What follows belongs to an exercise in optimizing a design on an open flow for small area; a production flow would make more cautious choices. In this exercise RTL edits were held to simulation tests only and were not proved equivalent to the original. Power and IR drop assume default switching activity.

<file path="design/flow/flow/run.sh">
#!/bin/bash
# The standard layout (standard.sh, all ORFS steps), with changes that only
# pick cell sizes:
#  - the buffers that buffer_ports puts on every input and output port are
#    sky130_fd_sc_hd__buf_1 instead of the default choice;
#  - before global placement, flow/upsize.tcl sizes the inverters that drive
#    the register file's select and write-data lines to inv_2 or inv_4;
#  - clock tree synthesis uses clkbuf_8 buffers in clusters of up to 16
#    sinks, without dummy loads.
# Each tool's log stays in orfs/logs/; make's own output goes to
# standard.log in this folder.
set -euo pipefail
here=$(pwd)
bash standard.sh \
  "BUFFER_PORTS_ARGS=-buffer_cell sky130_fd_sc_hd__buf_1" \
  "PRE_GLOBAL_PLACE_TCL=$here/flow/upsize.tcl" \
  "CTS_ARGS=-sink_clustering_enable -repair_clock_nets -dont_use_dummy_load -buf_list sky130_fd_sc_hd__clkbuf_8 -sink_clustering_size 16 -sink_clustering_max_diameter 80" \
  finish > standard.log 2>&1
</file>
<file path="design/flow/flow/upsize.tcl">
# Run before global placement (PRE_GLOBAL_PLACE_TCL). The RTL drives each
# register-file row select and write-data column, about 32 loads each, from an
# inverter of its own, which synthesis maps to inv_1 as it cannot see the load.
# Give each such inverter (more than 11 loads) the inv_2 size, which has the
# same area, or inv_4 when it has more than 32 loads, so that repair_design
# need not add buffers on those nets.
set inv2 [[ord::get_db] findMaster sky130_fd_sc_hd__inv_2]
set inv4 [[ord::get_db] findMaster sky130_fd_sc_hd__inv_4]
set n2 0
set n4 0
foreach inst [[ord::get_db_block] getInsts] {
  if {[[$inst getMaster] getName] ne "sky130_fd_sc_hd__inv_1"} continue
  set net [[$inst findITerm Y] getNet]
  if {$net eq "NULL"} continue
  set loads [expr {[llength [$net getITerms]] - 1}]
  if {$loads > 32} {
    $inst swapMaster $inv4
    incr n4
  } elseif {$loads > 10} {
    $inst swapMaster $inv2
    incr n2
  }
}
puts "upsize.tcl: $n2 inverters now inv_2, $n4 now inv_4"
</file>
<file path="design/flow/standard.sh">
#!/bin/bash
# synth_recipe.tcl (not shown) runs the flow's synth.tcl, then flattens the netlist and writes it again
# the make line also repeats each setting of config.mk as NAME=value (left out here)
make -C /OpenROAD-flow-scripts/flow DESIGN_CONFIG=/design/flow/config.mk WORK_HOME=/design/flow/orfs CLKGATE_MAP_FILE= SYNTH_SCRIPT=/design/flow/synth_recipe.tcl "${@:-finish}"
</file>
<file path="design/flow/config.mk">
export PLATFORM = sky130hd
export DESIGN_NAME = decode
export DESIGN_NICKNAME = decode
export VERILOG_FILES = /design/flow/design.v
export SDC_FILE = /design/flow/constraint.sdc
export NUM_CORES = 4
export LEC_CHECK = 0
export CAP_MARGIN = 20
export CORE_MARGIN = 2
export CORE_UTILIZATION = 45
export PLACE_DENSITY = 0.6
export SLEW_MARGIN = 20
export SYNTH_HIERARCHICAL = 1
export SYNTH_MINIMUM_KEEP_SIZE = 0
</file>
<file path="design/flow/constraint.sdc">
create_clock -name core_clock -period 6.0 [get_ports {clk}]
set_input_delay 1.2000 -clock core_clock [delete_from_list [all_inputs] [get_ports {clk}]]
set_output_delay 1.2000 -clock core_clock [all_outputs]
set_load 0.01 [all_outputs]
</file>
<file path="design/flow/design.v">
module decode #(
  parameter int WIDTH  = 32,
  parameter int REG_AW = 5
) (
  input  logic              clk,
  input  logic              rst,
  input  logic [31:0]       if_id_instr,
  input  logic [WIDTH-1:0]  if_id_npc,
  input  logic              id_flush,
  input  logic              mem_wb_reg_write,
  input  logic [REG_AW-1:0] mem_wb_write_reg,
  input  logic [WIDTH-1:0]  wb_write_data,
  output logic [1:0]        id_ex_wb,
  output logic [2:0]        id_ex_m,
  output logic [3:0]        id_ex_ex,
  output logic [WIDTH-1:0]  id_ex_npc,
  output logic [WIDTH-1:0]  id_ex_readdat1,
  output logic [WIDTH-1:0]  id_ex_readdat2,
  output logic [WIDTH-1:0]  id_ex_sign_ext,
  output logic [4:0]        id_ex_instr_2016,
  output logic [4:0]        id_ex_instr_1511
);
  localparam int NREGS = 1 << REG_AW;
  logic [WIDTH-1:0]  regs_r [1:NREGS-1];
  logic [WIDTH-1:0]  regs_d [1:NREGS-1];
  logic [REG_AW-1:0] rs_r;
  logic [REG_AW-1:0] rt_r;
  logic [15:0]       imm_r;
  logic [WIDTH-1:0]  npc_r;
  logic              rtype_r, lw_r, sw_r, beq_r;
  logic [5:0]        opcode_s;
  logic [WIDTH-1:0]  wdata_s;
  logic [NREGS-1:1]  wsel_s, wsel_n_s;
  logic [NREGS-1:1]  sel1_s, sel2_s;
  assign opcode_s = if_id_instr[31:26];
  logic [WIDTH-1:0]  wdata_n_s;
  logic [NREGS-1:1]  wen_s;
  for (genvar b = 0; b < WIDTH; b++) begin : g_wd
    decode_nand2 u_nand (.a(wb_write_data[b]), .b(rst), .y(wdata_n_s[b]));
    decode_inv   u_inv  (.a(wdata_n_s[b]), .y(wdata_s[b]));
  end
  decode_wsel #(.AW(REG_AW)) u_wsel (
    .rst(rst), .we(mem_wb_reg_write), .addr(mem_wb_write_reg), .sel(wen_s));
  for (genvar i = 1; i < NREGS; i++) begin : g_ws
    decode_inv u_inv_n (.a(wen_s[i]), .y(wsel_n_s[i]));
    decode_inv u_inv   (.a(wsel_n_s[i]), .y(wsel_s[i]));
  end
  for (genvar i = 1; i < NREGS; i++) begin : g_reg
    for (genvar b = 0; b < WIDTH; b++) begin : g_bit
      decode_wmux u_wmux (.s(wsel_s[i]), .s_n(wsel_n_s[i]), .d(wdata_s[b]),
                          .q(regs_r[i][b]), .y(regs_d[i][b]));
    end
  end
  always_ff @(posedge clk) begin
    for (int i = 1; i < NREGS; i++) begin
      regs_r[i] <= regs_d[i];
    end
  end
  always_ff @(posedge clk) begin
    rs_r <= if_id_instr[25:21];
    if (!rst) begin
      rt_r    <= '0;
      imm_r   <= '0;
      npc_r   <= '0;
      rtype_r <= 1'b0;
      lw_r    <= 1'b0;
      sw_r    <= 1'b0;
      beq_r   <= 1'b0;
    end else begin
      rt_r    <= if_id_instr[20:16];
      imm_r   <= if_id_instr[15:0];
      npc_r   <= if_id_npc;
      rtype_r <= !id_flush && (opcode_s == 6'h00);
      lw_r    <= !id_flush && (opcode_s == 6'h23);
      sw_r    <= !id_flush && (opcode_s == 6'h2B);
      beq_r   <= !id_flush && (opcode_s == 6'h04);
    end
  end
  decode_onehot #(.AW(REG_AW)) u_dec1 (.addr(rs_r), .sel(sel1_s));
  decode_onehot #(.AW(REG_AW)) u_dec2 (.addr(rt_r), .sel(sel2_s));
  for (genvar b = 0; b < WIDTH; b++) begin : g_rd
    logic [NREGS-1:1] col_s;
    for (genvar i = 1; i < NREGS; i++) begin : g_col
      assign col_s[i] = regs_r[i][b];
    end
    decode_rdbit u_rd1 (.sel(sel1_s), .d(col_s), .y(id_ex_readdat1[b]));
    decode_rdbit u_rd2 (.sel(sel2_s), .d(col_s), .y(id_ex_readdat2[b]));
  end
  assign id_ex_wb         = {rtype_r | lw_r, lw_r};
  assign id_ex_m          = {beq_r, lw_r, sw_r};
  assign id_ex_ex         = {rtype_r, rtype_r, beq_r, lw_r | sw_r};
  assign id_ex_npc        = npc_r;
  assign id_ex_sign_ext   = {{16{imm_r[15]}}, imm_r};
  assign id_ex_instr_2016 = rt_r;
  assign id_ex_instr_1511 = imm_r[15:11];
endmodule
module decode_wsel #(
  parameter int AW = 5
) (
  input  logic               rst,
  input  logic               we,
  input  logic [AW-1:0]      addr,
  output logic [(1<<AW)-1:1] sel
);
  always_comb begin
    for (int i = 1; i < (1 << AW); i++) begin
      sel[i] = !rst || (we && addr == i);
    end
  end
endmodule
module decode_wmux (
  input  logic s,
  input  logic s_n,
  input  logic d,
  input  logic q,
  output logic y
);
  assign y = (s & d) | (s_n & q);
endmodule
module decode_onehot #(
  parameter int AW = 5
) (
  input  logic [AW-1:0]       addr,
  output logic [(1<<AW)-1:1]  sel
);
  logic [3:0]  lo;
  logic [7:0]  hi;
  logic [31:1] sel_n;
  decode_pre #(.N(2)) u_lo (.a(addr[1:0]), .y(lo));
  decode_pre #(.N(3)) u_hi (.a(addr[4:2]), .y(hi));
  for (genvar i = 1; i < 32; i++) begin : g_sel
    decode_nand2 u_nand (.a(hi[i >> 2]), .b(lo[i & 3]), .y(sel_n[i]));
    decode_inv   u_inv  (.a(sel_n[i]), .y(sel[i]));
  end
endmodule
module decode_pre #(
  parameter int N = 2
) (
  input  logic [N-1:0]      a,
  output logic [(1<<N)-1:0] y
);
  always_comb begin
    for (int i = 0; i < (1 << N); i++) begin
      y[i] = (a == i);
    end
  end
endmodule
module decode_inv (input logic a, output logic y);
  assign y = !a;
endmodule
module decode_rdbit (
  input  logic [31:1] sel,
  input  logic [31:1] d,
  output logic        y
);
  logic [10:0] g_n;
  logic [2:0]  h;
  for (genvar k = 0; k < 10; k++) begin : g_aoi
    decode_aoi222 u_aoi (
      .a0(sel[3*k+1]), .b0(d[3*k+1]), .a1(sel[3*k+2]), .b1(d[3*k+2]),
      .a2(sel[3*k+3]), .b2(d[3*k+3]), .y(g_n[k]));
  end
  decode_nand2 u_n31 (.a(sel[31]), .b(d[31]), .y(g_n[10]));
  decode_nand4 u_h0 (.a(g_n[0]), .b(g_n[1]), .c(g_n[2]), .d(g_n[3]), .y(h[0]));
  decode_nand4 u_h1 (.a(g_n[4]), .b(g_n[5]), .c(g_n[6]), .d(g_n[7]), .y(h[1]));
  decode_nand3 u_h2 (.a(g_n[8]), .b(g_n[9]), .c(g_n[10]), .y(h[2]));
  decode_or3   u_o  (.a(h[0]), .b(h[1]), .c(h[2]), .y(y));
endmodule
module decode_aoi222 (
  input  logic a0, b0, a1, b1, a2, b2,
  output logic y
);
  assign y = !((a0 & b0) | (a1 & b1) | (a2 & b2));
endmodule
module decode_nand2 (input logic a, b, output logic y);
  assign y = !(a & b);
endmodule
module decode_nand3 (input logic a, b, c, output logic y);
  assign y = !(a & b & c);
endmodule
module decode_nand4 (input logic a, b, c, d, output logic y);
  assign y = !(a & b & c & d);
endmodule
module decode_or3 (input logic a, b, c, output logic y);
  assign y = a | b | c;
endmodule
</file>
==> flow_summary_export.csv <==
group,metric,value,unit
run_status,status,"complete, no violations",
power,p_per_area,304.5,nW/um^2
worst_setup_path,crit_fanout,32,
clock_tree,cts-root-buf,"clkbuf_8",
grt,grtUsageTotal,39.13,%
clock_tree,cts-buffers-inserted,76,
worst_setup_path,path_cells,"and2b_2, nand2_1, inv_2, a222oi_1, nand4_1, or3_1, buf_1",
logic_synthesis,avgSynthCellArea,11.68,sq um
worst_setup_path,crit_path_end_kind,"output pin",
timing,tightest_slew,1217,ps
routing,drt-initial-drc-count,8461,
worst_setup_path,path_depth,7,
die,fp-row-count,109,
worst_setup_path,crit_buf_inv,2,
routing,ant_nets,0,
logic_synthesis,synthArstFlopShare,0,%
logic_synthesis,synth_fp_nets,3531,
logic_synthesis,yosysWarnings,13,
power,power,13.22,mW
die,die_w,302.2,um
worst_setup_path,crit_end,"id_ex_readdat2[9]",
clock_tree,cts.clk_slew.worst_paths,100,ps
final_layout,drive_above_1_share,7.003,%
grt,overflow,0,
final_layout,final_area,43400,sq um
grt,grt_pass1_vias,36268,
timing,drv_slew,0,
clock_tree,htreeDepth,3,
timing,slew_headroom,18.75,%
worst_setup_path,reg2reg_depth,1,
die,ios,252,
logic_synthesis,synth.distinct_cells,31,
die,core_area,88240,sq um
timing,final.setup.tns,0,ps
place,gp_congestion,0.8974,
min_path,hold_path.class,"reg -> reg",
worst_setup_path,worstSetupStartpointType,"flip-flop",
logic_synthesis,ys.flop_type,"dfxtp_1",
worst_setup_path,r2r-start,"regs_r[6][11]$_DFF_P_",
worst_setup_path,path_class,"reg -> out",
grt,antenna_found_initial,11,
timing,clock.fmax,207.9,MHz
clock_tree,cts_tree,"yes",
power,p_leak,16.72,nW
final_layout,area_growth,8.444,%
job,max_cap_violations,0,
routing,avgViaCountPerCell,7.911,
clock_tree,clk_latency,720,ps
logic_synthesis,synth-edff-count,0,
die,die_h,302.2,um
logic_synthesis,ys_ff_latch,1054,
timing,finalHoldViolations,0,
worst_setup_path,crit_arrival,3610,ps
routing,routed_wl,186800,um
die,start_util,45.36,%
place,numPortBuffers,251,
die,die_area,91340,sq um
clock_tree,cts.path.max_buffers,3,
routing,first_pass_iters,13,
worst_setup_path,crit_family,"simple AND/OR/NAND/NOR gates",
power,irDropWorstVdd,0.2106,mV
worst_setup_path,reg2reg_to,"regs_r[6][11]$_DFF_P_",
clock_tree,hold_buffers,0,
min_path,hp-start,"regs_r[23][27]$_DFF_P_",
timing,fin_crit_sh,80.16,%
worst_setup_path,critPathLaunch,"rt_r[0]$_SDFF_PN0_",
timing,clock_skew,0,ps
place,placed_cell_area,42340,sq um
logic_synthesis,synth-seq-area-share,52.72,%
routing,post_drt_wl_per_cell,38.12,um
timing,setup_slack,1191,ps
clock_tree,post-cts-setup-buffers,0,
worst_setup_path,crit_required,4800,ps
final_layout,nets,3834,
logic_synthesis,synth_cells,3426,
worst_setup_path,crit_slowest_cell,"or3_1",
worst_setup_path,rrSetupSlack,5340,ps
logic_synthesis,syn_area,40020,sq um
timing,fin_crit,4809,ps
clock_tree,cts_sinks,1054,
routing,drc,0,
clock_tree,cts-resized-gates,0,
final_layout,final_util,49.19,%
place,pre_cts_ws,2086,ps
timing,setup_viol,0,
routing,num_vias,38755,
worst_setup_path,cp_slowest_stage_delay,620,ps
timing,rsz0062_at_grt,"false",
place,dpl.hpwl,99300,um
grt,grt_first_pass_wirelength,261100,um
grt,grt_max_degree,86,
-- per-stage QoR --
stage               std cells  hold WS [ps]
floorplan                3426         459.9
global placement         4816         472.6
detailed placement       4816         476.6
CTS                      4892         504.5
global route             4893         510.2
finish                   4899         505.0
-- how the worst min path moves through the flow --
stage	depth (start not counted)	slack, ps	endpoint
4_1_cts	1	500	regs_r[29][28]$_DFF_P_
6_report	1	500	regs_r[23][27]$_DFF_P_
5_1_grt	1	510	regs_r[29][28]$_DFF_P_
3_3_place_gp	1	470	regs_r[7][26]$_DFF_P_
2_1_floorplan	1	460	regs_r[10][0]$_DFF_P_
3_5_place_dp	1	480	regs_r[2][5]$_DFF_P_
-- placed cells by master, fill, tap and decap left out, drive strengths merged, types with 3 or more instances in the layout --
cell type  instances
a222oi           640
a22o             992
and2              55
and3b              6
buf              260
clkbuf            77
dfxtp           1054
diode              7
inv              157
nand2            160
nand2b             5
nand3             64
nand4            129
nand4b             4
nand4bb            3
nor3b              6
nor4               3
o21ai             31
or2                4
or3               64
-- routing by layer --
layer  vias to the layer above  part of all wire (%)  track usage [%]
met3                       701                    14            12.66
met4                         6                   6.8            24.02
met1                     18811                    38            52.00
li1                      15780                     -                -
met5                         -                 0.036                0
met2                      3457                    40            54.88
-- where the power goes --
part	internal (mW)	switching (mW)	total, mW
clock network	1.14	2.34	3.48
logic	0.583	1.11	1.70
registers	7.58	0.461	8.04
-- modules after synthesis, one instance, submodules excluded, excerpt --
module,cells inside,flops+latches
decode,1150,1054
decode_nand4,1,0
decode_or3,1,0
decode_aoi222,1,0
decode_nand3,1,0
decode_wmux,1,0
decode_nand2,1,0
decode_inv,1,0
-- synthesized netlist by cell type, types with 4 or more instances --
master,n,area [sq um]
a22o_1,992,8688
clkbuf_1,8,30.03
and3b_2,6,60.06
o21ai_0,28,140.1
nor3b_1,6,45.04
nand4b_1,4,35.03
nand3_1,64,320.3
buf_4,28,210.2
a222oi_1,640,6406
and2_1,53,331.6
nand4_1,129,807.0
inv_1,157,589.3
or3_1,64,400.4
nand2_1,160,600.6
nand2b_1,5,31.28
dfxtp_1,1054,21100
-- sequential cells by signal, indices dropped and copies added, names as in the netlist --
name	count
regs_r	992
rs_r	5
beq_r	1
imm_r	16
rtype_r	1
rt_r	5
npc_r	32
lw_r	1
sw_r	1
-- layout make-up --
cell class,instances,area [sq um]
multi-input cells,2179,18090
fillers,7974,44840
inverters,157,666.9
diodes,7,17.52
well taps,1165,1458
clock buffers,76,1046
repair buffers,261,1021
flip-flops and latches,1054,21100
-- cells by family after synthesis --
| logic type | synth area share, % |
|---|---|
| AND/OR/NAND/NOR | 7.100 |
| AO/OA/AOI/OAI | 38.10 |
| buffers and inverters | 2.073 |
| flip-flops | 52.72 |

static timing again, ports no longer ideal:
The flow's constraints put no driver on any port. The routed layout listed below was extracted and timed again, unchanged, in two steps.
Step 1, drivers: a clkbuf_16 drives clk and a buf_2 each remaining input, both assumed.
Step 2 moves the port delays by t, midway between the first and last clock arrival at a register: inputs arrive t later, outputs are due t later. That takes back most of the time a late clock gives input paths.
Slacks: no drivers / after step 1 / after step 2; pairs: no drivers / after step 1.
t (ns): 0.791
setup slack, ns: 1.191 / 1.116 / 1.908
clock arrival spread, ns: 0.065 / 0.065
After both steps setup and hold are still met in this run. For this run, drivers alone change the setup slack by -0.075 ns; drivers and shift together by +0.717 ns.
